This design comes from an exercise in tuning for small area, a short achievable clock period and few clock cycles per item on the open sky130 flow, not from production work.
Where RTL was checked, it was by simulation tests only, not by an equivalence proof against the original.
Only the layout flow was run in runs 1 and 2; the RTL was not checked for function there.
No activity file was given, so power comes from the tool's default toggle rates.

===== flow/run.sh =====
#!/bin/bash
# synth_recipe.tcl (not shown) runs the flow's synth.tcl, then flattens the netlist and writes it again
# the make line also repeats each setting of config.mk as NAME=value (left out here)
make -C /OpenROAD-flow-scripts/flow DESIGN_CONFIG=/design/flow/config.mk WORK_HOME=/design/flow/orfs CLKGATE_MAP_FILE= SYNTH_SCRIPT=/design/flow/synth_recipe.tcl finish

===== flow/config.mk =====
export PLATFORM = sky130hd
export DESIGN_NAME = touch_pad_baseline_and_detect_unit
export DESIGN_NICKNAME = touch_pad_baseline_and_detect_unit
export VERILOG_FILES = /design/flow/design.v
export SDC_FILE = /design/flow/constraint.sdc
export NUM_CORES = 4
export LEC_CHECK = 0
export ABC_AREA = 1
export CAP_MARGIN = 20
export CORE_MARGIN = 2
export CORE_UTILIZATION = 40
export SETUP_SLACK_MARGIN = 5
export SLEW_MARGIN = 20

===== flow/constraint.sdc =====
create_clock -name core_clock -period 8.0 [get_ports {clk}]
set_input_delay 1.6000 -clock core_clock [delete_from_list [all_inputs] [get_ports {clk}]]
set_output_delay 1.6000 -clock core_clock [all_outputs]
set_load 0.01 [all_outputs]

===== flow/design.v =====
package tpbd_pkg;
	localparam int PADDR_W = 4;
	localparam int PDATA_W = 32;
	localparam logic [1:0] REG_REPEAT_MODE    = 2'd0;
	localparam logic [1:0] REG_GATE_THRESHOLD = 2'd1;
	localparam logic [1:0] REG_MAX_COUNT      = 2'd2;
	localparam logic        RST_REPEAT_MODE    = 1'b0;
	localparam logic [15:0] RST_GATE_THRESHOLD = 16'd100;
	localparam logic [15:0] RST_MAX_COUNT      = 16'hFFFF;
	localparam logic ACTION_CAL  = 1'b0;
	localparam logic ACTION_SCAN = 1'b1;
	localparam logic KIND_CAL    = 1'b0;
	localparam logic KIND_SCAN   = 1'b1;
	localparam logic [2:0] SCAN_NORMAL  = 3'd3;
	localparam logic [2:0] SCAN_REPEAT  = 3'd6;
	localparam logic [1:0] LOCKOUT_LOAD = 2'd3;
	localparam logic [1:0] TS_IDLE = 2'd0;
	localparam logic [1:0] TS_CALC = 2'd1;
	localparam logic [1:0] TS_EMIT = 2'd2;
	localparam logic [2:0] CS_IDLE  = 3'd0;
	localparam logic [2:0] CS_PIVOT = 3'd1;
	localparam logic [2:0] CS_CMP   = 3'd2;
	localparam logic [2:0] CS_ACCUM = 3'd3;
	localparam logic [2:0] CS_DIV   = 3'd4;
endpackage
import tpbd_pkg::*;
module tpbd_gt #(
	parameter int W = 16
) (
	input  logic [W-1:0] a,
	input  logic [W-1:0] b,
	output logic         gt
);
	logic [W-1:0] g [$clog2(W)+1];
	logic [W-1:0] l [$clog2(W)+1];
	assign g[0] = a & ~b;
	assign l[0] = ~a & b;
	for (genvar k = 0; k < $clog2(W); k++) begin : g_lvl
		for (genvar i = 0; i < (W >> (k + 1)); i++) begin : g_node
			assign g[k+1][i] = g[k][2*i+1] | (~l[k][2*i+1] & g[k][2*i]);
			assign l[k+1][i] = l[k][2*i+1] | (~g[k][2*i+1] & l[k][2*i]);
		end
		if ((W >> (k + 1)) < W) begin : g_pad
			assign g[k+1][W-1:(W >> (k + 1))] = '0;
			assign l[k+1][W-1:(W >> (k + 1))] = '0;
		end
	end
	assign gt = g[$clog2(W)][0];
endmodule
module tpbd_trim_mean #(
	parameter int SAMPLE_W = 16,
	parameter int SUM_W    = 19
) (
	input  logic                clk,
	input  logic                arst_n,
	input  logic                wr_en,      
	input  logic                wr_first,   
	input  logic                wr_mid,     
	input  logic                wr_load,    
	input  logic [SAMPLE_W-1:0] wr_data,
	output logic [SUM_W-1:0]    sum
);
	logic [SAMPLE_W-1:0] lo1_q, lo2_q, hi1_q, hi2_q;
	logic [SAMPLE_W-1:0] add_q;
	logic                add_v_q, add_ld_q;
	logic [SUM_W-1:0]    sum_q;
	logic lt1, lt2, gt1, gt2;
	tpbd_gt #(.W(SAMPLE_W)) u_lt1 (.a(lo1_q),   .b(wr_data), .gt(lt1));
	tpbd_gt #(.W(SAMPLE_W)) u_lt2 (.a(lo2_q),   .b(wr_data), .gt(lt2));
	tpbd_gt #(.W(SAMPLE_W)) u_gt1 (.a(wr_data), .b(hi1_q),   .gt(gt1));
	tpbd_gt #(.W(SAMPLE_W)) u_gt2 (.a(wr_data), .b(hi2_q),   .gt(gt2));
	always_ff @(posedge clk) begin
		if (wr_en) begin
			if (wr_first) begin
				lo1_q <= wr_data;
				lo2_q <= '1;
				hi1_q <= wr_data;
				hi2_q <= '0;
			end else begin
				if (lt1) begin
					lo1_q <= wr_data;
					lo2_q <= lo1_q;
				end else if (lt2) begin
					lo2_q <= wr_data;
				end
				if (gt1) begin
					hi1_q <= wr_data;
					hi2_q <= hi1_q;
				end else if (gt2) begin
					hi2_q <= wr_data;
				end
			end
		end
		add_q <= lt2 ? lo2_q : (gt2 ? hi2_q : wr_data);
		if (add_v_q) begin
			sum_q <= (add_ld_q ? '0 : sum_q) + SUM_W'(add_q);
		end
	end
	always_ff @(posedge clk or negedge arst_n) begin
		if (!arst_n) begin
			add_v_q  <= 1'b0;
			add_ld_q <= 1'b0;
		end else begin
			add_v_q  <= wr_en && wr_mid;
			add_ld_q <= wr_en && wr_load;
		end
	end
	assign sum = sum_q;
endmodule
import tpbd_pkg::*;
module touch_pad_baseline_and_detect_unit #(
	parameter int CAL_SAMPLES   = 10,
	parameter int TRIM_EACH_END = 2,
	parameter int COUNT_WIDTH   = 16
) (
	input  logic                           clk,
	input  logic                           arst_n,
	input  logic                           in_valid,
	output logic                           in_stall,
	input  logic                           action,
	input  logic [15:0]                    charge_count,
	output logic                           out_valid,
	input  logic                           out_stall,
	output logic                           result_kind,
	output logic                           pressed,
	output logic [15:0]                    baseline_value,
	output logic                           cal_error,
	input  logic                           psel,
	input  logic                           penable,
	input  logic                           pwrite,
	input  logic [tpbd_pkg::PADDR_W-1:0]   paddr,
	input  logic [tpbd_pkg::PDATA_W-1:0]   pwdata,
	output logic [tpbd_pkg::PDATA_W-1:0]   prdata,
	output logic                           pready
);
	localparam int SUM_W = 19;
	function automatic logic [9:0] div3_8(input logic [1:0] r_in, input logic [7:0] b);
		logic [1:0] r;
		logic [7:0] q;
		r = r_in;
		for (int i = 7; i >= 0; i--) begin
			q[i] = r[1] | (r[0] & b[i]);
			r    = b[i] ? {r[1], ~(r[1] | r[0])} : {r[0], r[1]};
		end
		div3_8 = {r, q};
	endfunction
	logic        rep_q, rep_n;
	logic [15:0] gate_q;
	logic [15:0] maxc_q;
	logic [15:0] rd_q;
	logic        cfg_wr;
	assign pready = 1'b1;
	assign cfg_wr = psel && penable && pwrite;
	always_ff @(posedge clk or negedge arst_n) begin
		if (!arst_n) begin
			rep_q  <= RST_REPEAT_MODE;
			gate_q <= RST_GATE_THRESHOLD;
			maxc_q <= RST_MAX_COUNT;
		end else if (cfg_wr) begin
			unique case (paddr[3:2])
				REG_REPEAT_MODE:    rep_q  <= pwdata[0];
				REG_GATE_THRESHOLD: gate_q <= pwdata[15:0];
				REG_MAX_COUNT:      maxc_q <= pwdata[15:0];
				default:            rep_q  <= rep_q;
			endcase
		end
	end
	assign rep_n = (cfg_wr && paddr[3:2] == REG_REPEAT_MODE) ? pwdata[0] : rep_q;
	always_ff @(posedge clk) begin
		unique case (paddr[3:2])
			REG_REPEAT_MODE:    rd_q <= {15'd0, rep_q};
			REG_GATE_THRESHOLD: rd_q <= gate_q;
			REG_MAX_COUNT:      rd_q <= maxc_q;
			default:            rd_q <= '0;
		endcase
	end
	assign prdata = {16'd0, rd_q};
	logic [3:0]  cal_idx_q, cal_idx_n;
	logic [2:0]  scnt_q, scnt_n;
	logic        stall_q, stall_n;
	logic        ic_q, is_q;           
	logic [15:0] id_q;                 
	logic        in_acc, cal_acc, scan_acc, cal_last;
	logic [2:0]  scnt_inc;
	logic        scan_done;
	assign in_acc   = in_valid && !stall_q;
	assign cal_acc  = in_acc && (action == ACTION_CAL);
	assign scan_acc = in_acc && (action == ACTION_SCAN);
	assign cal_last = (cal_idx_q == 4'd9);
	assign cal_idx_n = cal_acc ? (cal_last ? 4'd0 : cal_idx_q + 4'd1) : cal_idx_q;
	assign scnt_inc  = scnt_q + 3'd1;
	assign scan_done = scnt_inc >= (rep_q ? SCAN_REPEAT : SCAN_NORMAL);
	assign scnt_n    = scan_acc ? (scan_done ? 3'd0 : scnt_inc) : scnt_q;
	always_ff @(posedge clk) begin
		id_q <= charge_count;
	end
	logic        w_cal_first, w_cal_mid, w_cal_load, w_cal_last;
	logic        w_scan_first, w_scan_done;
	logic [SUM_W-1:0] sum;
	logic        pk_gt;
	logic [15:0] peak_q;
	assign w_cal_first  = (cal_idx_q == 4'd1);
	assign w_cal_load   = (cal_idx_q == 4'd5);
	assign w_cal_last   = (cal_idx_q == 4'd0);
	assign w_cal_mid    = w_cal_last || (cal_idx_q >= 4'd5);
	assign w_scan_done  = (scnt_q == 3'd0);
	assign w_scan_first = (scnt_q == 3'd1);
	tpbd_trim_mean #(
		.SAMPLE_W (16),
		.SUM_W    (SUM_W)
	) u_trim_mean (
		.clk      (clk),
		.arst_n   (arst_n),
		.wr_en    (ic_q),
		.wr_first (w_cal_first),
		.wr_mid   (w_cal_mid),
		.wr_load  (w_cal_load),
		.wr_data  (id_q),
		.sum      (sum)
	);
	tpbd_gt #(.W(16)) u_pk (.a(id_q), .b(peak_q), .gt(pk_gt));
	always_ff @(posedge clk) begin
		if (is_q && (w_scan_first || pk_gt)) begin
			peak_q <= id_q;
		end
	end
	logic        da, d1_q, d2_q, d3_q, d4_q;
	logic [15:0] base_q;
	logic [1:0]  rem_q;
	logic [9:0]  div_hi, div_lo;
	logic        ev_q;
	logic [1:0]  lock_q;
	assign da = ic_q && w_cal_last;
	assign div_hi = div3_8(sum[18:17], sum[16:9]);
	assign div_lo = div3_8(rem_q, sum[8:1]);
	always_ff @(posedge clk) begin
		if (d2_q) begin
			rem_q <= div_hi[9:8];
		end
	end
	logic [16:0] ea, eb, ec, es, ecy;
	logic [17:0] esum;
	logic        over, press;
	logic [1:0]  lock_cur, lock_hit;
	assign ea   = {1'b0, base_q};
	assign eb   = {1'b0, gate_q};
	assign ec   = {1'b1, ~peak_q};
	assign es   = ea ^ eb ^ ec;
	assign ecy  = (ea & eb) | (ea & ec) | (eb & ec);
	assign esum = {1'b0, es} + {ecy, 1'b1};
	assign over = !esum[17];
	assign lock_cur = rep_q ? 2'd0 : lock_q;
	assign press    = over && (lock_cur == 2'd0);
	assign lock_hit = over ? LOCKOUT_LOAD : lock_cur;
	logic ov_q, ov_n;
	logic okind_q, okind_n, opress_q, opress_n, ocerr_q, ocerr_n;
	logic p0v_q, p0v_n, p0_q, p0_n, p1v_q, p1v_n, p1_q, p1_n;
	logic free, cerr, pop, push;
	tpbd_gt #(.W(16)) u_cerr (.a(base_q), .b({1'b0, maxc_q[15:1]}), .gt(cerr));
	assign free = !ov_q || !out_stall;
	assign pop  = !d4_q && free && p0v_q;
	assign push = ev_q && (d4_q || !free || p0v_q);
	always_comb begin
		ov_n     = ov_q && out_stall;
		okind_n  = okind_q;
		opress_n = opress_q;
		ocerr_n  = ocerr_q;
		if (d4_q) begin
			ov_n     = 1'b1;
			okind_n  = KIND_CAL;
			opress_n = 1'b0;
			ocerr_n  = cerr;
		end else if (free && (p0v_q || ev_q)) begin
			ov_n     = 1'b1;
			okind_n  = KIND_SCAN;
			opress_n = p0v_q ? p0_q : press;
			ocerr_n  = 1'b0;
		end
	end
	always_comb begin
		p0v_n = p0v_q;
		p0_n  = p0_q;
		p1v_n = p1v_q;
		p1_n  = p1_q;
		if (pop) begin
			p0v_n = p1v_q;
			p0_n  = p1_q;
			p1v_n = 1'b0;
		end
		if (push) begin
			if (!p0v_n) begin
				p0v_n = 1'b1;
				p0_n  = press;
			end else begin
				p1v_n = 1'b1;
				p1_n  = press;
			end
		end
	end
	logic cal_last_n, scan_can_n, sd_n, ev_n;
	logic [1:0] nq_n;
	assign sd_n       = scan_acc && scan_done;
	assign ev_n       = is_q && w_scan_done;
	assign nq_n       = 2'(p0v_n) + 2'(p1v_n) + 2'(ev_n) + 2'(sd_n);
	assign cal_last_n = (cal_idx_n == 4'd9);
	assign scan_can_n = (scnt_n + 3'd1) >= (rep_n ? SCAN_REPEAT : SCAN_NORMAL);
	assign stall_n = (cal_last_n && (ov_n || p0v_n || ev_n || sd_n)) ||
		(scan_can_n && ((cal_acc && cal_last) || da || (nq_n >= 2'd2)));
	always_ff @(posedge clk or negedge arst_n) begin
		if (!arst_n) begin
			cal_idx_q <= '0;
			scnt_q    <= '0;
			stall_q   <= 1'b0;
			ic_q      <= 1'b0;
			is_q      <= 1'b0;
			lock_q    <= '0;
			base_q    <= '0;
			d1_q      <= 1'b0;
			d2_q      <= 1'b0;
			d3_q      <= 1'b0;
			d4_q      <= 1'b0;
			ev_q      <= 1'b0;
			p0v_q     <= 1'b0;
			p1v_q     <= 1'b0;
			ov_q      <= 1'b0;
		end else begin
			cal_idx_q <= cal_idx_n;
			scnt_q    <= scnt_n;
			stall_q   <= stall_n;
			ic_q      <= cal_acc;
			is_q      <= scan_acc;
			d1_q      <= da;
			d2_q      <= d1_q;
			d3_q      <= d2_q;
			d4_q      <= d3_q;
			ev_q      <= ev_n;
			p0v_q     <= p0v_n;
			p1v_q     <= p1v_n;
			ov_q      <= ov_n;
			if (ev_q) begin
				lock_q <= (lock_hit != 2'd0) ? lock_hit - 2'd1 : 2'd0;
			end
			if (d2_q) begin
				base_q[15:8] <= div_hi[7:0];
			end
			if (d3_q) begin
				base_q[7:0] <= div_lo[7:0];
			end
		end
	end
	always_ff @(posedge clk) begin
		okind_q  <= okind_n;
		opress_q <= opress_n;
		ocerr_q  <= ocerr_n;
		p0_q     <= p0_n;
		p1_q     <= p1_n;
	end
	assign in_stall       = stall_q;
	assign out_valid      = ov_q;
	assign result_kind    = okind_q;
	assign pressed        = opress_q;
	assign baseline_value = base_q;
	assign cal_error      = ocerr_q;
endmodule

==> impl_metrics.ini, run 1 <==
[outcome]
status = complete, no violations

[grt]
antenna_found_initial = 0
grt_remaining_overflow = 0
grt_max_degree = 72
grt_use_total_pct = 16.96
grt_pass1_wl_mm = 45.22
grt_pass1_vias = 9179

[routing]
drt-pass1-iter-count = 5
wl_mm = 27.84
ant_nets = 0
via_per_inst = 4.966
drc = 0
wl_per_cell_um = 14.17
drt_iter0_drc = 574
num_vias = 9758

[sta]
worst_pin_slew_ns = 0.9943
period_share_pct = 37.42
relSlewSlack_pct = 33.56
setup_viol_count_final = 0
hold_viol = 0
worst_slack_ns = 5.007
tns_ns = 0
skew_ns = 0.006508
rsz0062_at_grt = yes
hold_slack_ns = 0.3601
fin_crit_ns = 2.993
drv_slew = 0
timing.fmax_mhz = 334.1

[layout]
final_net_count = 1666
nFillCells = 2901
instances_no_fill = 1965
final_layout_size_suffix_gt1_share_pct = 10.64
layout_common_cells = 231 x inv_1, 218 x nand2_1, 147 x nor2_1, 103 x edfxtp_1, 99 x o21ai_0
multi_input_area_um2 = 5361
area_growth_pct = 17.28
final_common_cell = inv_1
num_antenna_cells = 0
regArea_um2 = 5922

[clocking]
htree_levels = 1
cts-root-buf = clkbuf_16
cts_made_buffers = 26
clk_latency_ns = 0.53
cts.sinks = 225
cts_buffer_depth = 3
tritoncts = built
clk_pin_slew_ns = 0.06

[synthesis]
ys_ff_latch = 225
yosys_most_used_dff = edfxtp_1
netlist_instances = 1461
yosysWarnings = 5
async_flop_share_pct = 31.56
ys_seq_area_share_pct = 47.75
syn_area_um2 = 12390
synth-edff-count = 103
avgSynthCellArea_um2 = 8.478
yosysUniqueCellTypes = 59

[critical_path]
reg2reg_setup_slack_ns = 5.18
cp-start-kind = input pin
worst_setup_path_end_kind = flip-flop
path_class = in -> reg
cp.arrival_ns = 3.40
r2r_cells = 14
path_cells = clkdlybuf4s15_1 -> inv_2 -> nor3_4 -> inv_2 -> nor2_4 -> nand2_2 -> o21ai_4 -> ha_2 -> xor2_1 -> ha_1 -> o211a_1 -> o32ai_2 -> o21ai_1
worst_path_most_repeated_cell = inv_2
critPathMaxStageDelay_ns = 0.25
r2r_end = u_trim_mean.sum_q[18]
r2r_start = u_trim_mean.add_ld_q
slowest_stage = ha_1
worstPathRequired_ns = 8.40
crit_fanout = 3

[power_and_ir_drop]
power_density_nw_per_um2 = 360.7
peakVddDrop_mv = 0.1651
p_leak_nw = 6.645

[hold_path]
holdPathStages = 0
hold_class = reg -> reg
worstHoldEndpoint = d2_q
min_from = d1_q

[die]
die_w_um = 180.0
start_util_pct = 40.60
die-area_um2 = 32390
die_height_um = 180.0
rows = 64
core_um2 = 30510
io_pins = 114

[place]
portBuffers = 78
hpwl_mm = 21.18
placed_cells = 1900
gp_congestion = 0.8702
pre_cts_ws_ns = 4.083

[job]
cap_violations = 0
-- Yosys cell counts, drive strengths merged, types with 2 or more instances --
library cell,instances,area share (%)
nor4,4,0.25
o21a,2,0.12
nor3,21,0.85
a21oi,72,3.2
o22ai,18,0.91
dfstp,19,4.0
nor2,151,4.6
conb,2,0.061
dfrtp,52,11
o211ai,25,1.5
o31ai,8,0.53
a21boi,5,0.36
nand3,75,3.1
xnor2,6,0.42
ha,39,3.9
clkinv,3,0.091
edfxtp,103,25
o21ai,142,5.8
o2111ai,4,0.28
nand3b,2,0.12
inv,254,7.7
xor2,13,0.92
fa,18,2.9
nand4,21,1.1
dfxtp,51,8.2
clkbuf,15,0.45
or2,2,0.10
a21o,2,0.12
a211oi,2,0.12
nand2,248,8.1
a22oi,8,0.48
a31oi,26,1.3
buf,38,2.1
-- worst max-delay path: cells and delay by family --
kind                     cells  cell delay [ns]
adder cells (fa/ha/maj)      2             0.45
AND/OR/NAND/NOR              3             0.43
AO/OA/AOI/OAI                4             0.39
buffers and inverters        3             0.38
XOR/XNOR                     1             0.15
-- what timing repair did --
action,in CTS,in global routing
endpoints found under the setup margin,90,85
cloned,1,0
buffers inserted,12,4
resized for setup,36,23
hold buffers,0,0
pin swaps,7,17
-- worst max-delay path by stage --
stage / from / to / slack [ns] / cells past startpoint
6_report: action / stall_q / 5.01 / 13
5_1_grt: paddr[3] / maxc_q[9] / 4.84 / 6
4_1_cts: in_valid / stall_q / 4.86 / 12
3_5_place_dp: action / stall_q / 4.08 / 13
3_3_place_gp: action / stall_q / 4.12 / 13
2_1_floorplan: in_valid / stall_q / 4.86 / 11
-- area by class of cell --
| cell class | instances | area share [%] |
|---|---|---|
| multi-input combinational | 942 | 36.91 |
| clock buffer | 39 | 5.168 |
| tap | 396 | 3.411 |
| inverter | 257 | 6.684 |
| timing repair buffer | 97 | 6.253 |
| sequential | 225 | 40.77 |
| clock inverter | 9 | 0.8097 |
-- cell families (layout without fill, tap and decap cells) --
family | Yosys count | in the layout | share of synthesized area (%)
buf+inv | 310 | 402 | 10.36
fa+ha+maj | 57 | 57 | 6.849
other cells | 2 | 17 | 0.06063
mux | 1 | 1 | 0.09091
xor+xnor | 19 | 19 | 1.344
flops | 225 | 225 | 47.75
simple gates | 527 | 527 | 18.37
compound gates | 320 | 321 | 15.17
-- state kept, by name, indices dropped and copies added, names as in the netlist, 2 cells and up --
name               count
base_q                16
cal_idx_q              4
gate_q                16
id_q                  16
lock_q                 2
maxc_q                16
peak_q                16
rd_q                  16
rem_q                  2
scnt_q                 3
u_trim_mean.add_q     16
u_trim_mean.hi1_q     16
u_trim_mean.hi2_q     16
u_trim_mean.lo1_q     16
u_trim_mean.lo2_q     16
u_trim_mean.sum_q     19
-- power breakdown --
part | leakage [nW] | switching (mW) | total, mW | internal, mW
Clock | 0.426 | 0.460 | 1.20 | 0.741
Sequential | 2.23 | 0.220 | 1.82 | 1.60
Combinational | 3.99 | 1.37 | 2.22 | 0.849
-- metrics by stage --
| stage | util (%) | power (mW) | area [µm²] |
|---|---|---|---|
| after detailed placement | 44.10 | 4.032 | 13460 |
| after floorplan | - | 3.443 | 12480 |
| after global routing | 47.61 | 5.667 | 14530 |
| after CTS | 47.33 | 5.267 | 14440 |
| final | 47.61 | 5.240 | 14530 |
| after global placement | 44.10 | 3.955 | 13460 |
-- routing by layer --
metal / global-route usage [%] / wire, µm / up-vias
met3: 2.391 / 1147 / 43
met5: 0 / 0 / -
met2: 28.95 / 13020 / 210
met4: 4.976 / 813 / 0
li1: - / - / 5018
met1: 22.42 / 12860 / 4487
==> inputs of run 2 (changes only) <==
--- a/flow/config.mk
+++ b/flow/config.mk
@@ -9,5 +9,4 @@
 export CAP_MARGIN = 20
 export CORE_MARGIN = 2
 export CORE_UTILIZATION = 40
-export SETUP_SLACK_MARGIN = 5
 export SLEW_MARGIN = 20
==> run 2 against run 1 <==
Effect of this change: clock power fell by 11%; clock skew grew 0.0039 ns; design area shrank 2.5%; global-route usage down 0.18 points; sequential share of layout area rose by 0.97 points; routed wire length is 3.2% lower; final cell count decreased by 1.1%; power down 4.2%; largest cell class unchanged.
==> impl_metrics.ini, run 2 <==
[outcome]
status = complete, no violations

[critical_path]
path_buf_inv = 3
critPathMaxStageDelay_ns = 0.51
cp-start-kind = input pin
crit_family = buffers and inverters
slowest_stage = clkdlybuf4s50_1
path_class = in -> reg
cp.arrival_ns = 4.02
worstPathRequired_ns = 8.40
critical_path.startpoint = action
worst_setup_path_end_kind = flip-flop
crit_fanout = 4
path_cells = clkdlybuf4s50_1 -> inv_1 -> nor3_1 -> inv_1 -> nor2_1 -> nand2_1 -> o21ai_0 -> ha_1 -> xor2_1 -> ha_1 -> o211a_1 -> o32ai_1 -> o21ai_1
r2r_start = id_q[12]

[sta]
hold_viol = 0
skew_ns = 0.01043
worst_slack_ns = 4.375
setup_viol_count_final = 0
timing.fmax_mhz = 275.9
tns_ns = 0
drv_slew = 0
relSlewSlack_pct = 34.68
rsz0062_at_grt = no
fin_crit_ns = 3.625
period_share_pct = 45.31
worst_pin_slew_ns = 0.9774

[layout]
final_layout_size_suffix_gt1_share_pct = 7.429
fin_util_pct = 46.44
area_growth_pct = 14.41
final_common_cell = inv_1
largest_register_ffs = 19
multi_input_area_um2 = 5244
regArea_um2 = 5914
final_net_count = 1647
num_antenna_cells = 0
nFillCells = 2961
layout_common_cells = 236 x inv_1, 225 x nand2_1, 149 x nor2_1, 104 x o21ai_0, 103 x edfxtp_1
top_register = u_trim_mean.sum_q

[grt]
grt_max_degree = 72
grt_use_total_pct = 16.77
global_route.usage.met3_pct = 2.087
grt_use_met2_pct = 28.78
grt_pass1_vias = 9299
grt_pass1_wl_mm = 45.22
grtUsageMet1_pct = 22.48
top_usage_layer = met2
antenna_found_initial = 0
grt_remaining_overflow = 0

[clocking]
cts_buffer_depth = 3
clk_latency_ns = 0.52
post_cts_buffers = 0
cts_made_buffers = 25
htree_levels = 1
cts_hold_buffers = 0
cts.repair.resized = 0
tritoncts = built
cts.sinks = 225
cts-root-buf = clkbuf_16
clk_pin_slew_ns = 0.06

[power_and_ir_drop]
p_leak_nw = 6.420
total_power_mw = 5.020
power_density_nw_per_um2 = 354.2
peakVddDrop_mv = 0.1900

[routing]
ant_nets = 0
drt_iter0_drc = 543
num_vias = 9641
drc = 0
wl_per_cell_um = 13.87
wl_mm = 26.96
drt-pass1-iter-count = 5
via_per_inst = 4.959

[place]
hpwl_mm = 21.00
pre_cts_ws_ns = 3.808
portBuffers = 78
gp_congestion = 0.8307

[synthesis]
syn_area_um2 = 12390
avgSynthCellArea_um2 = 8.478
ys_top_cells_by_count = 236 x inv_1, 225 x nand2_1, 149 x nor2_1, 104 x o21ai_0, 103 x edfxtp_1
synthTopCellsByArea = edfxtp_1 25%, dfrtp_1 11%, dfxtp_1 8.2%
async_flop_share_pct = 31.56
ys_ff_latch = 225
synth_top_area_share_pct = 24.97
yosysTopAreaCell = edfxtp_1
yosysMostFrequentCell = inv_1
netlist_instances = 1461
yosysUniqueCellTypes = 59
yosysWarnings = 5
yosys_most_used_dff = edfxtp_1
ys_seq_area_share_pct = 47.75
synth-edff-count = 103

[die]
die_w_um = 180.0
die-area_um2 = 32390
io_pins = 114
core_um2 = 30510
start_util_pct = 40.60
rows = 64
die_height_um = 180.0

[job]
cap_violations = 0

[hold_path]
hold_class = reg -> reg
min_from = d1_q
-- run 2: cell counts after synthesis --
No cell type changed its count.
-- run 2: power by group --
group / internal, mW / total [mW] / leakage [nW] / switching [mW]
registers: 1.60 / 1.83 / 2.24 / 0.229
clock network: 0.624 / 1.07 / 0.368 / 0.443
logic: 0.839 / 2.12 / 3.82 / 1.28
-- run 2: metrics by stage --
stage | cell area, µm² | cells | hold WS, ns
after detailed placement | 13410 | 1899 | 0.3451
after floorplan | 12440 | 1476 | 0.3312
final | 14170 | 1944 | 0.3617
after global routing | 14170 | 1944 | 0.3782
after CTS | 14170 | 1944 | 0.3690
after global placement | 13410 | 1899 | 0.3365
-- run 2: cells by family after synthesis --
group / share of synthesized area [%]
compound gates: 15.17
simple gates: 18.37
fa+ha+maj: 6.849
mux: 0.09091
xor+xnor: 1.344
other cells: 0.06063
buf+inv: 10.36
flops: 47.75
-- run 2: final cells by class --
class,count,share of cell area [%]
Multi-Input combinational cell,941,37.01
Inverter,257,6.826
Timing Repair Buffer,80,5.598
Clock buffer,35,4.821
Tap cell,396,3.497
Clock inverter,10,0.5121
Sequential cell,225,41.74
-- run 2: path summary, 6_finish.rpt --
check | slack [ns] | cells after the start | to
setup / recovery | 4.38 | 13 | stall_q
min in group asynchronous | 1.22 | 1 | rep_q
hold reg to reg | 0.36 | 0 | d2_q
setup reg to reg | 4.85 | 10 | u_trim_mean.hi2_q[15]
max in group asynchronous | 6.19 | 1 | cal_idx_q[1]
hold / removal | 0.36 | 0 | d2_q
-- run 2: metal layers --
metal	part of all wire [%]	up-vias
li1	-	4974
met1	47	4424
met2	47	208
met3	4.1	35
met4	2.2	0
met5	0	-
==> inputs of run 3 (changes only) <==
--- a/flow/design.v
+++ b/flow/design.v
@@ -144,28 +144,36 @@
 		end
 		div3_8 = {r, q};
 	endfunction
-	logic        rep_q, rep_n;
+	logic        rep_q;
 	logic [15:0] gate_q;
 	logic [15:0] maxc_q;
 	logic [15:0] rd_q;
-	logic        cfg_wr;
-	assign pready = 1'b1;
-	assign cfg_wr = psel && penable && pwrite;
+	logic [2:0]  we_q;
+	logic        cfg_acc;
+	assign pready  = 1'b1;
+	assign cfg_acc = psel && penable;
+	always_ff @(posedge clk) begin
+		we_q[0] <= psel && !penable && pwrite && (paddr[3:2] == REG_REPEAT_MODE);
+		we_q[1] <= psel && !penable && pwrite && (paddr[3:2] == REG_GATE_THRESHOLD);
+		we_q[2] <= psel && !penable && pwrite && (paddr[3:2] == REG_MAX_COUNT);
+	end
 	always_ff @(posedge clk or negedge arst_n) begin
 		if (!arst_n) begin
 			rep_q  <= RST_REPEAT_MODE;
 			gate_q <= RST_GATE_THRESHOLD;
 			maxc_q <= RST_MAX_COUNT;
-		end else if (cfg_wr) begin
-			unique case (paddr[3:2])
-				REG_REPEAT_MODE:    rep_q  <= pwdata[0];
-				REG_GATE_THRESHOLD: gate_q <= pwdata[15:0];
-				REG_MAX_COUNT:      maxc_q <= pwdata[15:0];
-				default:            rep_q  <= rep_q;
-			endcase
+		end else begin
+			if (cfg_acc && we_q[0]) begin
+				rep_q <= pwdata[0];
+			end
+			if (cfg_acc && we_q[1]) begin
+				gate_q <= pwdata[15:0];
+			end
+			if (cfg_acc && we_q[2]) begin
+				maxc_q <= pwdata[15:0];
+			end
 		end
 	end
-	assign rep_n = (cfg_wr && paddr[3:2] == REG_REPEAT_MODE) ? pwdata[0] : rep_q;
 	always_ff @(posedge clk) begin
 		unique case (paddr[3:2])
 			REG_REPEAT_MODE:    rd_q <= {15'd0, rep_q};
@@ -297,15 +305,54 @@
 			end
 		end
 	end
-	logic cal_last_n, scan_can_n, sd_n, ev_n;
-	logic [1:0] nq_n;
-	assign sd_n       = scan_acc && scan_done;
-	assign ev_n       = is_q && w_scan_done;
-	assign nq_n       = 2'(p0v_n) + 2'(p1v_n) + 2'(ev_n) + 2'(sd_n);
-	assign cal_last_n = (cal_idx_n == 4'd9);
-	assign scan_can_n = (scnt_n + 3'd1) >= (rep_n ? SCAN_REPEAT : SCAN_NORMAL);
-	assign stall_n = (cal_last_n && (ov_n || p0v_n || ev_n || sd_n)) ||
-		(scan_can_n && ((cal_acc && cal_last) || da || (nq_n >= 2'd2)));
+	function automatic logic stall_f(
+		input logic       acc,
+		input logic       act,
+		input logic       os,
+		input logic [3:0] cidx,
+		input logic [2:0] cnt,
+		input logic       rep,
+		input logic       ov,
+		input logic       p0v,
+		input logic       p1v,
+		input logic       ev,
+		input logic       d4,
+		input logic       dwait,
+		input logic       evn
+	);
+		logic       c_acc, s_acc, c_last, s_done, s_can, sd, fr, ovn, pp, ps, p0n, p1n;
+		logic [2:0] need, cn;
+		logic [1:0] nq;
+		need   = rep ? SCAN_REPEAT : SCAN_NORMAL;
+		c_acc  = acc && !act;
+		s_acc  = acc && act;
+		c_last = c_acc ? (cidx == 4'd8) : (cidx == 4'd9);
+		s_done = (cnt + 3'd1) >= need;
+		cn     = s_acc ? (s_done ? 3'd0 : cnt + 3'd1) : cnt;
+		s_can  = (cn + 3'd1) >= need;
+		sd     = s_acc && s_done;
+		fr     = !ov || !os;
+		ovn    = d4 || (fr && (p0v || ev)) || (ov && os);
+		pp     = !d4 && fr && p0v;
+		ps     = ev && (d4 || !fr || p0v);
+		p0n    = pp ? p1v : p0v;
+		p1n    = pp ? 1'b0 : p1v;
+		if (ps) begin
+			if (!p0n) p0n = 1'b1;
+			else      p1n = 1'b1;
+		end
+		nq      = 2'(p0n) + 2'(p1n) + 2'(evn) + 2'(sd);
+		stall_f = (c_last && (ovn || p0n || evn || sd)) ||
+			(s_can && ((c_acc && (cidx == 4'd9)) || dwait || (nq >= 2'd2)));
+	endfunction
+	logic [7:0] stall_c;
+	logic       ev_n;
+	assign ev_n = is_q && w_scan_done;
+	for (genvar c = 0; c < 8; c++) begin : g_stall
+		assign stall_c[c] = stall_f(c[2], c[1], c[0], cal_idx_q, scnt_q, rep_q,
+			ov_q, p0v_q, p1v_q, ev_q, d4_q, da, ev_n);
+	end
+	assign stall_n = stall_c[{in_acc, action, out_stall}];
 	always_ff @(posedge clk or negedge arst_n) begin
 		if (!arst_n) begin
 			cal_idx_q <= '0;
==> flow/flow/run.sh (new file) <==
#!/bin/bash
set -euo pipefail
MARGIN=${MARGIN:-5.6}
bash standard.sh SETUP_SLACK_MARGIN=$MARGIN finish > make_finish.log 2>&1
==> flow/standard.sh (new file) <==
#!/bin/bash
# synth_recipe.tcl (not shown) runs the flow's synth.tcl, then flattens the netlist and writes it again
# the make line also repeats each setting of config.mk as NAME=value (left out here)
make -C /OpenROAD-flow-scripts/flow DESIGN_CONFIG=/design/flow/config.mk WORK_HOME=/design/flow/orfs CLKGATE_MAP_FILE= SYNTH_SCRIPT=/design/flow/synth_recipe.tcl "${@:-finish}"
removed: flow/run.sh
==> run 3 against run 2 <==
Effect of this change: still clean; worst hold slack got worse by 0.015 ns; worst setup slack better by 0.86 ns; sequential power is essentially flat; clock-buffer cell count rose by 3; register-to-register slack gained 0.49 ns; combinational power rose by 45%; global-route usage is 1.2 points higher; critical endpoint is now baseline_value[4]; largest power group unchanged.
==> impl_metrics.ini, run 3 <==
[grt]
global_route.usage.met3_pct = 2.205
grt_remaining_overflow = 0
grt_pass1_wl_mm = 46.37
grt_use_total_pct = 17.98
top_usage_layer = met2
antenna_found_initial = 0
grt_max_degree = 72
grtUsageMet1_pct = 24.62
grt_use_met2_pct = 30.23
grt_pass1_vias = 9550

[synthesis]
synth_top_area_share_pct = 25.32
synth-edff-count = 103
avgSynthCellArea_um2 = 8.482
syn_area_um2 = 12210
yosys_most_used_dff = edfxtp_1
ys_seq_area_share_pct = 48.91
ys_ff_latch = 228
yosysWarnings = 5
async_flop_share_pct = 31.14
yosysMostFrequentCell = nand2_1
synthTopCellsByArea = edfxtp_1 25%, dfrtp_1 11%, dfxtp_1 8.9%
ys_top_cells_by_count = 234 x nand2_1, 226 x inv_1, 176 x nor2_1, 151 x o21ai_0, 103 x edfxtp_1
yosysUniqueCellTypes = 54
yosysTopAreaCell = edfxtp_1
netlist_instances = 1440

[critical_path]
worstPathRequired_ns = 6.40
critPathMaxStageDelay_ns = 0.37
cp.depth = 2
path_cells = buf_4 -> buf_6
slowest_stage = dfrtp_1
r2r_cells = 13
cp-start-kind = flip-flop
path_buf_inv = 2
worst_setup_path_end_kind = output port
cp.arrival_ns = 1.16
path_class = reg -> out
crit_fanout = 2
crit_family = flip-flops

[place]
placed_cell_area_um2 = 13380
portBuffers = 78
hpwl_mm = 20.41
gp_congestion = 0.8343

[power_and_ir_drop]
pwr-share-comb_pct = 49.7
switching_share_pct = 39.24
p_leak_nw = 6.825
p_seq_share_pct = 29.9
pwr-share-clk_pct = 20.4
peakVddDrop_mv = 0.2060
p_switching_mw = 2.429
power_density_nw_per_um2 = 394.7
internal_power_mw = 3.761

[clocking]
cts.sinks = 228
tritoncts = built
cts_hold_buffers = 0
clk_latency_ns = 0.53
cts-root-buf = clkbuf_16
clk_pin_slew_ns = 0.06
cts_buffer_depth = 3
htree_levels = 1
cts_made_buffers = 27

[sta]
hold_viol = 0
tns_ns = 0
skew_ns = 0.007549
timing.fmax_mhz = 362.2
period_share_pct = 34.51
relSlewSlack_pct = 37.87
hold_slack_ns = 0.3470
rsz0062_at_grt = yes
setup_viol_count_final = 0
worst_pin_slew_ns = 0.9320
drv_slew = 0
fin_crit_ns = 2.761

[layout]
multi_input_area_um2 = 5877
layout_common_cells = 215 x nand2_1, 203 x inv_1, 155 x nor2_1, 129 x o21ai_0, 103 x edfxtp_1
top_register = u_trim_mean.sum_q
largest_register_ffs = 19
fin_area_um2 = 15680
area_growth_pct = 28.41
nFillCells = 2661
final_layout_size_suffix_gt1_share_pct = 22.63
regArea_um2 = 6018
final_net_count = 1724
num_antenna_cells = 0
final_common_cell = nand2_1

[die]
die_w_um = 178.7
die-area_um2 = 31950
core_um2 = 29870
rows = 63
start_util_pct = 40.88
die_height_um = 178.7
io_pins = 114

[routing]
wl_per_cell_um = 14.89
wl_mm = 30.01
num_vias = 10160
ant_nets = 0
drc = 0
drt-pass1-iter-count = 5
drt_iter0_drc = 744
via_per_inst = 5.041

[outcome]
status = complete, no violations

[job]
cap_violations = 0

[hold_path]
holdPathStages = 0
hold_class = reg -> reg
run 3: cell count changes in the layout (fill, tap and decap cells not counted), moves of 17 or more:
cell / delta
ha_1: -17
o21ai_0: +25
buf_6: +17
buf_2: +29
buf_4: +66
nand3_1: -49
clkdlybuf4s50_1: -43
inv_1: -33
run 3: per-stage QoR:
step / cells / power [mW] / worst slack, ns / utilization, %
4_1_cts: 1981 / 5.800 / 5.278 / 50.21
5_1_grt: 2016 / 6.667 / 5.197 / 52.50
2_1_floorplan: 1455 / 3.496 / 5.421 / -
3_3_place_gp: 1876 / 4.006 / 4.502 / 44.77
6_report: 2016 / 6.190 / 5.239 / 52.50
3_5_place_dp: 1876 / 4.077 / 4.402 / 44.77
run 3: worst reg2reg max path: stages, from the launching register on:
cell	delay (ns)
dfrtp_2	0.43
buf_6	0.13
fa_1	0.44
ha_1	0.30
inv_2	0.05
nor3_4	0.18
nor3b_4	0.25
nand3_1	0.09
o211ai_1	0.16
buf_4	0.18
buf_4	0.12
o21ai_1	0.07
nand3_1	0.07
o21ai_1	0.07
run 3: cells by family after synthesis:
kind of cell | share of synthesized area [%]
xor gates and xnor gates | 1.434
AOI/OAI and AO/OA | 16.99
adders and majority gates | 7.109
DFF | 48.91
other | 0.06149
buffers and inverters | 9.486
and+or+nand+nor | 15.91
muxes | 0.09219
run 3: worst paths after layout:
| kind | from | to | slack (ns) |
|---|---|---|---|
| max | base_q[4] | baseline_value[4] | 5.24 |
| min | d1_q | d2_q | 0.35 |
| max reg2reg | base_q[15] | lock_q[1] | 5.34 |
| min reg2reg | d1_q | d2_q | 0.35 |
| max in group asynchronous | arst_n | u_trim_mean.add_ld_q | 6.10 |
| min in group asynchronous | arst_n | p0v_q | 1.21 |
run 3: routing by layer:
layer	vias to the layer above	part of all wire (%)
li1	5133	-
met1	4718	46
met2	258	46
met3	54	4.5
met4	0	2.9
met5	-	0
run 3: timing repair:
| action | CTS | global route |
|---|---|---|
| gates cloned | 2 | 7 |
| pin swaps | 59 | 40 |
| buffers inserted | 54 | 28 |
| resized for setup | 262 | 109 |
| endpoints found under the setup margin | 233 | 209 |
run 3: power groups by stage:
stage               sequential [mW]  clock [mW]  combinational (mW)
global route                   1.89        1.34                3.44
detailed placement             1.87           0                2.21
finish                         1.85        1.27                3.07
CTS                            1.84        1.29                2.67
global placement               1.86           0                2.14
floorplan                      1.83           0                1.67
run 3: cell type report:
class | count | share of cell area, %
clock buffers | 38 | 5.026
clock inverters | 11 | 0.8775
inverters | 236 | 5.888
multi-input cells | 946 | 37.47
flip-flops and latches | 228 | 38.37
well taps | 390 | 3.111
repair buffers | 162 | 9.015
repair inverters | 5 | 0.2393
Testbench counts of run 3, summed over its fixed seeds: cycles 5,272, results 1,600.
==> inputs of run 4 (changes only) <==
==> flow/run.sh (new file) <==
#!/bin/bash
# synth_recipe.tcl (not shown) runs the flow's synth.tcl, then flattens the netlist and writes it again
# the make line also repeats each setting of config.mk as NAME=value (left out here)
make -C /OpenROAD-flow-scripts/flow DESIGN_CONFIG=/design/flow/config.mk WORK_HOME=/design/flow/orfs CLKGATE_MAP_FILE= SYNTH_SCRIPT=/design/flow/synth_recipe.tcl finish
--- a/flow/config.mk
+++ b/flow/config.mk
@@ -9,4 +9,6 @@
 export CAP_MARGIN = 20
 export CORE_MARGIN = 2
 export CORE_UTILIZATION = 40
+export CTS_BUF_LIST = sky130_fd_sc_hd__clkbuf_4 sky130_fd_sc_hd__clkbuf_8
+export SETUP_SLACK_MARGIN = 5
 export SLEW_MARGIN = 20
removed: flow/flow/run.sh
removed: flow/standard.sh
==> run 4 against run 3 <==
Effect of this change: synthesized area is the same; synthesized cell count did not move; clock power down 8%; flip-flop and latch count is the same; maximum frequency fell by 9.0%; largest power group unchanged.
==> impl_metrics.ini, run 4 <==
[power_and_ir_drop]
p_leak_nw = 6.514
peakVddDrop_mv = 0.1613
power_density_nw_per_um2 = 363.8

[critical_path]
r2r_cells = 13
worstPathRequired_ns = 8.27
cp.arrival_ns = 3.30
r2r_end = u_trim_mean.sum_q[14]
path_class = reg -> reg
crit_fanout = 15
cp-start-kind = flip-flop
r2r_start = u_trim_mean.add_ld_q
reg2reg_setup_slack_ns = 4.97
worst_setup_path_end_kind = flip-flop

[synthesis]
ys_ff_latch = 228
netlist_instances = 1440
synth-edff-count = 103
syn_area_um2 = 12210
ys_top_cells_by_count = 234 x nand2_1, 226 x inv_1, 176 x nor2_1, 151 x o21ai_0, 103 x edfxtp_1
async_flop_share_pct = 31.14
yosysMostFrequentCell = nand2_1
ys_seq_area_share_pct = 48.91
yosysUniqueCellTypes = 54
synth_top_area_share_pct = 25.32
avgSynthCellArea_um2 = 8.482
synthTopCellsByArea = edfxtp_1 25%, dfrtp_1 11%, dfxtp_1 8.9%
yosys_most_used_dff = edfxtp_1
yosysWarnings = 5
yosysTopAreaCell = edfxtp_1

[layout]
fin_util_pct = 48.29
area_growth_pct = 18.12
final_layout_size_suffix_gt1_share_pct = 9.379
top_register = u_trim_mean.sum_q
final_net_count = 1667
nFillCells = 2888
num_antenna_cells = 0
largest_register_ffs = 19
final_common_cell = nand2_1
layout_common_cells = 233 x nand2_1, 222 x inv_1, 174 x nor2_1, 144 x o21ai_0, 103 x edfxtp_1
regArea_um2 = 5984
multi_input_area_um2 = 5223

[sta]
fin_crit_ns = 3.034
hold_viol = 0
setup_viol_count_final = 0
period_share_pct = 37.93
relSlewSlack_pct = 38.12
drv_slew = 0
skew_ns = 0.01886
timing.fmax_mhz = 329.6
tns_ns = 0
rsz0062_at_grt = yes
worst_pin_slew_ns = 0.9282

[grt]
grt_max_degree = 72
grt_remaining_overflow = 0
grt_pass1_wl_mm = 44.15
antenna_found_initial = 0
grt_pass1_vias = 9234
grt_use_total_pct = 17.12

[hold_path]
min_from = d1_q
worstHoldEndpoint = d2_q
hold_class = reg -> reg
holdPathStages = 0

[routing]
wl_mm = 27.04
drt-pass1-iter-count = 5
wl_per_cell_um = 13.74
drc = 0
drt_iter0_drc = 633
num_vias = 9712
via_per_inst = 4.935
ant_nets = 0

[place]
hpwl_mm = 20.24
gp_congestion = 0.8688
portBuffers = 78

[clocking]
clk_pin_slew_ns = 0.06
tritoncts = built
cts_hold_buffers = 0
cts.sinks = 228
cts_buffer_depth = 3
cts-root-buf = clkbuf_8
htree_levels = 2
clk_latency_ns = 0.52
cts_made_buffers = 41

[job]
cap_violations = 0

[outcome]
status = complete, no violations

[die]
start_util_pct = 40.88
die_w_um = 178.7
die-area_um2 = 31950
core_um2 = 29870
die_height_um = 178.7
io_pins = 114
rows = 63
==> run 4: cell type report <==
class	instances	area share (%)
inverters	236	6.209
clock buffers	65	5.594
repair buffers	98	6.513
flip-flops and latches	228	41.48
clock inverters	7	0.5724
repair inverters	1	0.05203
well taps	390	3.382
multi-input cells	943	36.20
==> run 4: per-layer routing <==
layer  vias up  routed length (µm)  share of wire [%]  global-route usage, %
li1       5013                   -                  -                      -
met1      4452               13210                 49                  23.66
met3        45                1231                4.6                  2.735
met2       202               12020                 44                  27.80
met5         -                   0                  0                      0
met4         0                 576                2.1                  4.980
==> run 4: worst max-delay path, stage by stage, from the launching register on <==
cell and delay, ns:
dfrtp_4 0.56, nor2_1 0.14, ha_1 0.24, inv_1 0.12, fa_1 0.46, nor3_1 0.20, nor2_1 0.11, o21ai_2 0.20
a21boi_0 0.17, o21ai_1 0.22, a21oi_1 0.09, nor2_1 0.09, nor2_1 0.05, xnor2_1 0.12
==> run 4: how the worst max path moves through the flow <==
| stage | end | from | cells after the start | slack, ns |
|---|---|---|---|---|
| after global routing | u_trim_mean.sum_q[14] | u_trim_mean.add_ld_q | 13 | 4.85 |
| after floorplan | u_trim_mean.sum_q[14] | u_trim_mean.add_ld_q | 15 | 5.00 |
| after detailed placement | maxc_q[6] | penable | 3 | 4.47 |
| after CTS | u_trim_mean.sum_q[14] | u_trim_mean.add_ld_q | 13 | 4.83 |
| after global placement | maxc_q[9] | psel | 3 | 4.52 |
| final | u_trim_mean.sum_q[14] | u_trim_mean.add_ld_q | 13 | 4.97 |
==> run 4: cell families after synthesis <==
kind of cell	synth area share, %
flops	48.91
buf+inv	9.486
simple gates	15.91
compound gates	16.99
xor+xnor	1.434
other cells	0.06149
mux	0.09219
fa+ha+maj	7.109
==> run 4: through the flow <==
step                instances  power [mW]  setup slack [ns]  area [µm²]  hold WS [ns]
floorplan                1455       3.441             5.002       12270        0.3312
global placement         1878       3.951             4.518       13300        0.3340
detailed placement       1878       4.020             4.468       13300        0.3356
CTS                      1956       5.218             4.827       14230        0.3503
global route             1968       5.736             4.846       14430        0.3611
finish                   1968       5.249             4.966       14430        0.3487
==> run 4: repair_timing <==
| item | CTS | global route |
|---|---|---|
| setup buffers | 6 | 11 |
| resized for setup | 30 | 33 |
| gates cloned | 0 | 1 |
| endpoints found under the setup margin | 63 | 104 |
| pin swaps | 1 | 3 |
==> run 4: power breakdown <==
group / internal (mW) / switching (mW)
registers: 1.63 / 0.212
logic: 0.865 / 1.37
clock network: 0.701 / 0.473
total: 3.19 / 2.05
==> inputs of run 5 (changes only) <==
--- a/flow/config.mk
+++ b/flow/config.mk
@@ -9,6 +9,7 @@
 export CAP_MARGIN = 20
 export CORE_MARGIN = 2
 export CORE_UTILIZATION = 40
-export CTS_BUF_LIST = sky130_fd_sc_hd__clkbuf_4 sky130_fd_sc_hd__clkbuf_8
+export CTS_CLUSTER_DIAMETER = 100
+export CTS_CLUSTER_SIZE = 24
 export SETUP_SLACK_MARGIN = 5
 export SLEW_MARGIN = 20
==> run 5 against run 4 <==
Effect of this change: routed wire length decreased by 1.4%; clock skew decreased by 0.0026 ns; clock power decreased by 41%; die area unchanged; maximum frequency increased by 3.1%; power decreased by 8.5%; clock-buffer cell count decreased by 46; via count decreased by 1.7%; critical endpoint is now prdata[14]; highest routed layer unchanged.
==> impl_metrics.ini, run 5 <==
[die]
die_height_um = 178.7
io_pins = 114
core_um2 = 29870
start_util_pct = 40.88
die_w_um = 178.7
rows = 63
die-area_um2 = 31950

[sta]
fin_crit_ns = 2.944
drv_slew = 0
hold_viol = 0
tns_ns = 0
skew_ns = 0.01627
period_share_pct = 36.80
rsz0062_at_grt = yes
worst_slack_ns = 5.056
relSlewSlack_pct = 37.44
hold_slack_ns = 0.3552
timing.fmax_mhz = 339.7
worst_pin_slew_ns = 0.9384
setup_viol_count_final = 0

[synthesis]
ys_top_cells_by_count = 234 x nand2_1, 226 x inv_1, 176 x nor2_1, 151 x o21ai_0, 103 x edfxtp_1
netlist_instances = 1440
ys_ff_latch = 228
synthTopCellsByArea = edfxtp_1 25%, dfrtp_1 11%, dfxtp_1 8.9%
yosysMostFrequentCell = nand2_1
synth_top_area_share_pct = 25.32
syn_area_um2 = 12210
ys_seq_area_share_pct = 48.91
yosysTopAreaCell = edfxtp_1
yosysWarnings = 5
avgSynthCellArea_um2 = 8.482
yosysUniqueCellTypes = 54
yosys_most_used_dff = edfxtp_1
async_flop_share_pct = 31.14
synth-edff-count = 103

[place]
placed_cell_area_um2 = 13300
portBuffers = 78
gp_congestion = 0.8688
pre_cts_ws_ns = 4.468
hpwl_mm = 20.24

[layout]
top_register = u_trim_mean.sum_q
fin_area_um2 = 13950
largest_register_ffs = 19
final_layout_size_suffix_gt1_share_pct = 6.714
num_antenna_cells = 0
final_net_count = 1646
final_common_cell = nand2_1
layout_common_cells = 233 x nand2_1, 222 x inv_1, 174 x nor2_1, 144 x o21ai_0, 103 x edfxtp_1
area_growth_pct = 14.20

[routing]
wl_mm = 26.66
wl_per_cell_um = 13.86
drt-pass1-iter-count = 5
via_per_inst = 4.962
num_vias = 9547
ant_nets = 0
drc = 0
drt_iter0_drc = 629

[critical_path]
cp.arrival_ns = 1.34
r2r_cells = 13
slowest_stage = clkdlybuf4s50_1
critical_path.startpoint = rd_q[14]
path_cells = clkdlybuf4s50_1
cp.depth = 1
cp-start-kind = flip-flop
crit_fanout = 1
worst_setup_path_end_kind = output port
critPathCapture = prdata[14]
crit_family = buffers and inverters
path_class = reg -> out
r2r_start = u_trim_mean.add_ld_q
reg2reg_setup_slack_ns = 5.15
path_buf_inv = 1
critPathMaxStageDelay_ns = 0.53
worstPathRequired_ns = 6.40
r2r_end = u_trim_mean.sum_q[14]

[power_and_ir_drop]
pwr-share-clk_pct = 14.4
p_leak_nw = 6.120
p_seq_share_pct = 38.1
peakVddDrop_mv = 0.1645
switching_share_pct = 40.98
internal_power_mw = 2.835
p_switching_mw = 1.968
power_density_nw_per_um2 = 344.3
pwr-share-comb_pct = 47.5
total_power_mw = 4.803

[grt]
grt_use_met2_pct = 27.72
grt_max_degree = 72
grt_use_total_pct = 16.81
top_usage_layer = met2
grt_remaining_overflow = 0
antenna_found_initial = 0
grt_pass1_vias = 9025
grtUsageMet1_pct = 23.71
global_route.usage.met3_pct = 1.654
grt_pass1_wl_mm = 43.47

[clocking]
clk_pin_slew_ns = 0.10
cts-root-buf = clkbuf_16
clk_latency_ns = 0.49
cts_buffer_depth = 3
htree_levels = 1
cts.sinks = 228
cts_made_buffers = 13
tritoncts = built

[job]
cap_violations = 0

[hold_path]
hold_class = reg -> reg

[outcome]
status = complete, no violations
[run 5: logic make-up after synthesis]
group / Yosys count / synth area share [%]
adders and majority gates: 58 / 7.109
muxes: 1 / 0.09219
buffers and inverters: 284 / 9.486
and+or+nand+nor: 485 / 15.91
DFF: 228 / 48.91
AOI/OAI and AO/OA: 362 / 16.99
xor gates and xnor gates: 20 / 1.434
other: 2 / 0.06149
[run 5: area by class of cell]
type,count,area (µm²)
Fill cell,2928,15930
Sequential cell,228,5983
Multi-Input combinational cell,943,5231
Timing Repair Buffer,105,975.9
Inverter,236,895.9
Tap cell,390,488.0
Clock buffer,19,351.6
Clock inverter,2,15.01
Timing Repair inverter,1,7.507
[run 5: worst reg2reg max path, delay by kind of cell (launching register included)]
| kind | cells | cell delay (ns) |
|---|---|---|
| xor+xnor | 1 | 0.12 |
| flops | 1 | 0.54 |
| compound gates | 4 | 0.66 |
| buf+inv | 1 | 0.10 |
| fa+ha+maj | 2 | 0.63 |
| simple gates | 5 | 0.59 |
[run 5: metrics by stage]
step / cells / utilization [%]
floorplan: 1455 / -
global placement: 1878 / 44.51
detailed placement: 1878 / 44.51
CTS: 1910 / 46.00
global route: 1924 / 46.69
finish: 1924 / 46.69
[run 5: worst min-delay path by stage]
stage,start,endpoint,slack [ns],depth (start not counted)
finish,d1_q,d2_q,0.36,0
global route,d1_q,d2_q,0.36,0
CTS,d1_q,d2_q,0.36,0
detailed placement,d1_q,d2_q,0.34,0
global placement,d1_q,d2_q,0.33,0
floorplan,d1_q,d2_q,0.33,0
[run 5: layer usage]
| metal | vias up | share of wire (%) | wire length (µm) |
|---|---|---|---|
| met5 | - | 0 | 0 |
| li1 | 4949 | - | - |
| met1 | 4377 | 49 | 13060 |
| met4 | 0 | 2.3 | 617 |
| met2 | 190 | 45 | 11960 |
| met3 | 31 | 3.8 | 1017 |
[run 5: repair_timing]
| item | 4_1_cts | 5_1_grt |
|---|---|---|
| setup endpoints to repair | 65 | 99 |
| endpoints found under the hold margin | 0 | 0 |
| pin swaps | 1 | 4 |
| resized for setup | 26 | 30 |
| setup buffers | 11 | 13 |
| hold buffers | 0 | 0 |
| cloned | 0 | 1 |
[run 5: power groups by stage]
stage,Clock (mW),Sequential [mW],Combinational (mW)
6_report,0.690,1.83,2.28
5_1_grt,0.760,1.87,2.65
2_1_floorplan,0,1.82,1.62
4_1_cts,0.719,1.83,2.20
3_5_place_dp,0,1.87,2.15
3_3_place_gp,0,1.86,2.09
==> inputs of run 6 (changes only) <==
--- a/flow/config.mk
+++ b/flow/config.mk
@@ -9,7 +9,5 @@
 export CAP_MARGIN = 20
 export CORE_MARGIN = 2
 export CORE_UTILIZATION = 40
-export CTS_CLUSTER_DIAMETER = 100
-export CTS_CLUSTER_SIZE = 24
 export SETUP_SLACK_MARGIN = 5
 export SLEW_MARGIN = 20
==> run 6 against run 5 <==
Effect of this change: maximum frequency fell by 0.59%; die area did not move; via count rose by 0.96%; synthesized area did not move; clock power rose by 64%; design area rose by 3.2%; first-iteration DRC count rose by 16%; global-route usage rose by 0.16 points; power rose by 9.4%; sequential power barely moved; critical path depth did not move; still clean on timing, DRC and antenna; highest routed layer unchanged.
==> impl_metrics.ini, run 6 <==
[critical_path]
worst_setup_path_end_kind = output port
critPathMaxStageDelay_ns = 0.53
crit_fanout = 1
r2r_cells = 13
path_cells = clkdlybuf4s50_1
r2r_end = u_trim_mean.sum_q[14]
worstPathRequired_ns = 6.40
cp.arrival_ns = 1.36
path_buf_inv = 1
cp.depth = 1
crit_family = buffers and inverters
path_class = reg -> out
slowest_stage = clkdlybuf4s50_1
cp-start-kind = flip-flop
critPathCapture = prdata[14]
reg2reg_setup_slack_ns = 5.11
r2r_start = u_trim_mean.add_ld_q
critical_path.startpoint = rd_q[14]

[die]
start_util_pct = 40.88
core_um2 = 29870
rows = 63
die-area_um2 = 31950
die_height_um = 178.7
die_w_um = 178.7
io_pins = 114

[clocking]
cts-root-buf = clkbuf_16
clk_latency_ns = 0.52
cts_buffer_depth = 3
htree_levels = 1
cts_made_buffers = 25
tritoncts = built
clk_pin_slew_ns = 0.06
cts.sinks = 228

[sta]
relSlewSlack_pct = 38.08
timing.fmax_mhz = 337.7
worst_pin_slew_ns = 0.9288
worst_slack_ns = 5.039
skew_ns = 0.007859
rsz0062_at_grt = no
hold_viol = 0
period_share_pct = 37.01
drv_slew = 0
fin_crit_ns = 2.961
tns_ns = 0
setup_viol_count_final = 0

[synthesis]
yosys_most_used_dff = edfxtp_1
ys_ff_latch = 228
yosysMostFrequentCell = nand2_1
synth-edff-count = 103
ys_seq_area_share_pct = 48.91
async_flop_share_pct = 31.14
syn_area_um2 = 12210
synth_top_area_share_pct = 25.32
netlist_instances = 1440
yosysTopAreaCell = edfxtp_1
yosysWarnings = 5
yosysUniqueCellTypes = 54
synthTopCellsByArea = edfxtp_1 25%, dfrtp_1 11%, dfxtp_1 8.9%
ys_top_cells_by_count = 234 x nand2_1, 226 x inv_1, 176 x nor2_1, 151 x o21ai_0, 103 x edfxtp_1
avgSynthCellArea_um2 = 8.482

[grt]
grt_max_degree = 72
antenna_found_initial = 0
grt_use_total_pct = 16.97
grt_pass1_wl_mm = 43.99
grt_pass1_vias = 9195
grt_remaining_overflow = 0

[routing]
via_per_inst = 4.956
drt-pass1-iter-count = 5
num_vias = 9639
drt_iter0_drc = 731
ant_nets = 0
wl_per_cell_um = 13.91
drc = 0
wl_mm = 27.05

[power_and_ir_drop]
p_leak_nw = 6.401
power_density_nw_per_um2 = 364.9
peakVddDrop_mv = 0.1500

[layout]
final_layout_size_suffix_gt1_share_pct = 8.167
num_antenna_cells = 0
fin_area_um2 = 14400
nFillCells = 2885
top_register = u_trim_mean.sum_q
final_common_cell = nand2_1
area_growth_pct = 17.88
largest_register_ffs = 19
layout_common_cells = 233 x nand2_1, 220 x inv_1, 173 x nor2_1, 144 x o21ai_0, 103 x edfxtp_1
final_net_count = 1655

[hold_path]
holdPathStages = 0
hold_class = reg -> reg
min_from = d1_q

[job]
cap_violations = 0

[place]
placed_cell_area_um2 = 13300
gp_congestion = 0.8688
hpwl_mm = 20.24
pre_cts_ws_ns = 4.468
portBuffers = 78

[outcome]
status = complete, no violations
## run 6: cell counts after synthesis
Identical to the previous run, type by type.
## run 6: cell families after synthesis
| group | Yosys count | synth area share, % |
|---|---|---|
| simple gates | 485 | 15.91 |
| compound gates | 362 | 16.99 |
| buf+inv | 284 | 9.486 |
| flops | 228 | 48.91 |
| fa+ha+maj | 58 | 7.109 |
| xor+xnor | 20 | 1.434 |
| other cells | 2 | 0.06149 |
| mux | 1 | 0.09219 |
## run 6: what timing repair did
| item | CTS | global route |
|---|---|---|
| setup buffers | 6 | 15 |
| pin swaps | 1 | 11 |
| gates cloned | 0 | 1 |
| hold buffers | 0 | 0 |
| resized for setup | 30 | 39 |
| setup endpoints to repair | 64 | 102 |
## run 6: worst min path at each step
stage                 to  slack [ns]
floorplan           d2_q        0.33
global placement    d2_q        0.33
detailed placement  d2_q        0.34
CTS                 d2_q        0.35
global route        d2_q        0.36
finish              d2_q        0.35
## run 6: per-stage QoR
stage | utilization (%) | power, mW | hold slack, ns | cells
final | 48.19 | 5.254 | 0.3507 | 1945
after global routing | 48.19 | 5.734 | 0.3607 | 1945
after CTS | 47.37 | 5.185 | 0.3547 | 1929
after detailed placement | 44.51 | 4.020 | 0.3356 | 1878
after global placement | 44.51 | 3.951 | 0.3340 | 1878
after floorplan | - | 3.441 | 0.3312 | 1455
## run 6: worst register-to-register path: cells and delay by family (launching register included)
kind / cells / cell delay [ns]
adders and majority gates: 2 / 0.63
DFF: 1 / 0.53
AOI/OAI and AO/OA: 4 / 0.62
buffers and inverters: 1 / 0.10
and+or+nand+nor: 5 / 0.63
xor gates and xnor gates: 1 / 0.13
## run 6: layer usage
layer / up-vias / part of all wire (%) / GRT usage, %
li1: 4976 / - / -
met1: 4413 / 48 / 23.36
met2: 200 / 45 / 27.93
met3: 50 / 4.1 / 2.184
met4: 0 / 3.0 / 5.183
met5: - / 0 / 0
## run 6: cell type report
cell class | count | area, µm² | area share [%]
Clock buffer | 40 | 763.2 | 5.301
Clock inverter | 5 | 50.05 | 0.3476
Inverter | 236 | 899.6 | 6.248
Multi-Input combinational cell | 943 | 5246 | 36.44
Sequential cell | 228 | 5986 | 41.57
Tap cell | 390 | 488.0 | 3.389
Timing Repair Buffer | 102 | 957.2 | 6.648
Timing Repair inverter | 1 | 7.507 | 0.05214
## run 6: where the power goes
part	leakage (nW)	total [mW]	internal [mW]	switching (mW)
sequential	2.26	1.84	1.63	0.211
combinational	3.73	2.28	0.895	1.39
clock	0.403	1.13	0.681	0.453
total	6.40	5.25	3.20	2.05
==> inputs of run 7 (changes only) <==
==> flow/flow/run.sh (new file) <==
#!/bin/bash
# The standard layout (standard synthesis unchanged); every port still
# gets a buffer, but a plain buf_2 rather than the delay cell the resizer
# picks by default.
set -euo pipefail
bash standard.sh 'BUFFER_PORTS_ARGS=-buffer_cell sky130_fd_sc_hd__buf_2' finish > make_finish.log 2>&1
==> flow/standard.sh (new file) <==
#!/bin/bash
# synth_recipe.tcl (not shown) runs the flow's synth.tcl, then flattens the netlist and writes it again
# the make line also repeats each setting of config.mk as NAME=value (left out here)
make -C /OpenROAD-flow-scripts/flow DESIGN_CONFIG=/design/flow/config.mk WORK_HOME=/design/flow/orfs CLKGATE_MAP_FILE= SYNTH_SCRIPT=/design/flow/synth_recipe.tcl "${@:-finish}"
--- a/flow/config.mk
+++ b/flow/config.mk
@@ -9,5 +9,6 @@
 export CAP_MARGIN = 20
 export CORE_MARGIN = 2
 export CORE_UTILIZATION = 40
+export CTS_BUF_LIST = sky130_fd_sc_hd__clkbuf_4 sky130_fd_sc_hd__clkbuf_8
 export SETUP_SLACK_MARGIN = 5
 export SLEW_MARGIN = 20
removed: flow/run.sh
==> run 7 against run 6 <==
Effect of this change: combinational power shrank 5%; still clean on timing, DRC and antenna; synthesized area is the same; flip-flop and latch count unchanged; synthesized cell count unchanged; final cell count up 1.0%; critical path type is now reg -> reg.
==> impl_metrics.ini, run 7 <==
[layout]
final_net_count = 1660
area_growth_pct = 14.32
top_register = u_trim_mean.sum_q
fin_util_pct = 46.74
largest_register_ffs = 19
layout_common_cells = 233 x nand2_1, 221 x inv_1, 174 x nor2_1, 144 x o21ai_0, 103 x edfxtp_1
fin_area_um2 = 13960
num_antenna_cells = 0
final_common_cell = nand2_1
final_layout_size_suffix_gt1_share_pct = 14.29

[critical_path]
path_class = reg -> reg
worstPathRequired_ns = 8.28
cp-start-kind = flip-flop
crit_fanout = 10
worst_setup_path_end_kind = flip-flop
cp.arrival_ns = 3.24

[routing]
wl_per_cell_um = 13.55
ant_nets = 0
wl_mm = 26.63
drt_iter0_drc = 545
drt-pass1-iter-count = 5
num_vias = 9704
drc = 0
via_per_inst = 4.938

[synthesis]
async_flop_share_pct = 31.14
avgSynthCellArea_um2 = 8.482
yosysWarnings = 5
netlist_instances = 1440
synth-adder-area-share_pct = 7.109
synthTopCellsByArea = edfxtp_1 25%, dfrtp_1 11%, dfxtp_1 8.9%
syn_area_um2 = 12210
synth-edff-count = 103
yosysMostFrequentCell = nand2_1
yosysTopAreaCell = edfxtp_1
yosys_most_used_dff = edfxtp_1
ys_seq_area_share_pct = 48.91
yosysUniqueCellTypes = 54
synth_top_area_share_pct = 25.32
synthMuxAreaShare_pct = 0.09219
synth_compound_area_share_pct = 16.99
synth-xor-area-share_pct = 1.434
ys_ff_latch = 228
synth_top_family_by_area = compound AO/OA/AOI/OAI gates
yosys.area_share.simple_pct = 15.91
ys_top_cells_by_count = 234 x nand2_1, 226 x inv_1, 176 x nor2_1, 151 x o21ai_0, 103 x edfxtp_1

[power_and_ir_drop]
total_power_mw = 5.154
power_density_nw_per_um2 = 369.1
pwr-share-comb_pct = 42.1
pwr-share-clk_pct = 22.2
peakVddDrop_mv = 0.1481
switching_share_pct = 39.84
p_seq_share_pct = 35.7
internal_power_mw = 3.101
p_leak_nw = 6.290
p_switching_mw = 2.054

[die]
core_um2 = 29870
die_height_um = 178.7
die-area_um2 = 31950
rows = 63
die_w_um = 178.7
io_pins = 114
start_util_pct = 40.88

[place]
placed_cell_area_um2 = 12910
hpwl_mm = 20.07
gp_congestion = 0.8246
portBuffers = 78

[clocking]
tritoncts = built
clk_latency_ns = 0.54
cts_hold_buffers = 0
cts_buffer_depth = 3
htree_levels = 2
clk_pin_slew_ns = 0.07
cts.sinks = 228
cts-root-buf = clkbuf_8
cts_made_buffers = 41

[sta]
hold_viol = 0
worst_pin_slew_ns = 0.9416
hold_slack_ns = 0.3693
period_share_pct = 37.02
skew_ns = 0.02283
fin_crit_ns = 2.961
tns_ns = 0
relSlewSlack_pct = 37.22
timing.fmax_mhz = 337.7
rsz0062_at_grt = no
drv_slew = 0
setup_viol_count_final = 0

[job]
cap_violations = 0

[grt]
grt_pass1_wl_mm = 44.35
grt_max_degree = 72
grt_remaining_overflow = 0
grt_use_total_pct = 17.22
grt_pass1_vias = 9253
antenna_found_initial = 0

[hold_path]
hold_class = reg -> reg

[outcome]
status = complete, no violations
-- run 7: cell counts after synthesis --
No cell type changed its count.
-- run 7: stage by stage --
step / instances / worst slack [ns]
floorplan: 1455 / 5.002
global placement: 1878 / 4.640
detailed placement: 1878 / 4.583
CTS: 1955 / 4.901
global route: 1965 / 5.012
finish: 1965 / 5.039
-- run 7: per-layer routing --
layer / vias to the layer above / share of wire, % / GRT usage [%]
li1: 5011 / - / -
met1: 4432 / 49 / 23.81
met2: 214 / 45 / 28.07
met3: 47 / 4.7 / 2.735
met4: 0 / 1.8 / 4.709
met5: - / 0 / 0
-- run 7: power by group through the flow --
stage | Combinational [mW] | Clock [mW] | Sequential, mW
after floorplan | 1.62 | 0 | 1.82
after global placement | 2.03 | 0 | 1.86
after detailed placement | 2.09 | 0 | 1.86
after CTS | 2.12 | 1.18 | 1.84
after global routing | 2.51 | 1.23 | 1.88
final | 2.17 | 1.14 | 1.84
-- run 7: path summary, 6_finish.rpt --
check	from	endpoint	slack, ns	cells after the start
worst max-delay path	u_trim_mean.add_ld_q	u_trim_mean.sum_q[14]	5.04	13
worst min-delay path	d1_q	d2_q	0.37	0
worst max register to register	u_trim_mean.add_ld_q	u_trim_mean.sum_q[14]	5.04	13
worst min register to register	d1_q	d2_q	0.37	0
max in group asynchronous	arst_n	u_trim_mean.add_ld_q	6.08	1
min in group asynchronous	arst_n	d2_q	1.22	1
-- run 7: cell type report --
cell class	count	area, µm²
fillers	2937	15910
flip-flops and latches	228	5984
multi-input cells	943	5216
inverters	236	897.1
clock buffers	63	779.5
repair buffers	91	490.5
well taps	390	488.0
clock inverters	13	100.1
repair inverters	1	7.507
-- run 7: what timing repair did --
action,in CTS,in global routing
pin swaps,1,4
gates cloned,0,1
endpoints found under the setup margin,42,96
resized for setup,8,25
setup buffers,1,9
-- run 7: critical path: stages (launching register included) --
cell and delay [ns]:
dfrtp_4 0.54, nor2_1 0.14, ha_2 0.23, inv_1 0.11
fa_2 0.40, nor3_1 0.23, nor2_1 0.12, o21ai_2 0.21
a21boi_1 0.13, o21ai_1 0.24, a21oi_1 0.10, nor2_1 0.09
nor2_1 0.06, xnor2_1 0.12
-- run 7: cells by family after synthesis --
| group | count (synthesis) |
|---|---|
| compound gates | 362 |
| xor+xnor | 20 |
| fa+ha+maj | 58 |
| buf+inv | 284 |
| flops | 228 |
| mux | 1 |
| other cells | 2 |
| simple gates | 485 |

Re-timed with assumed drivers on the ports (clkbuf_16 on the clock, buf_2 on other inputs), run 7 has 5.039 ns of setup slack against 5.039 ns with ideal ports, and 5.039 ns once port delays also move by the mid clock arrival of 0.574 ns.
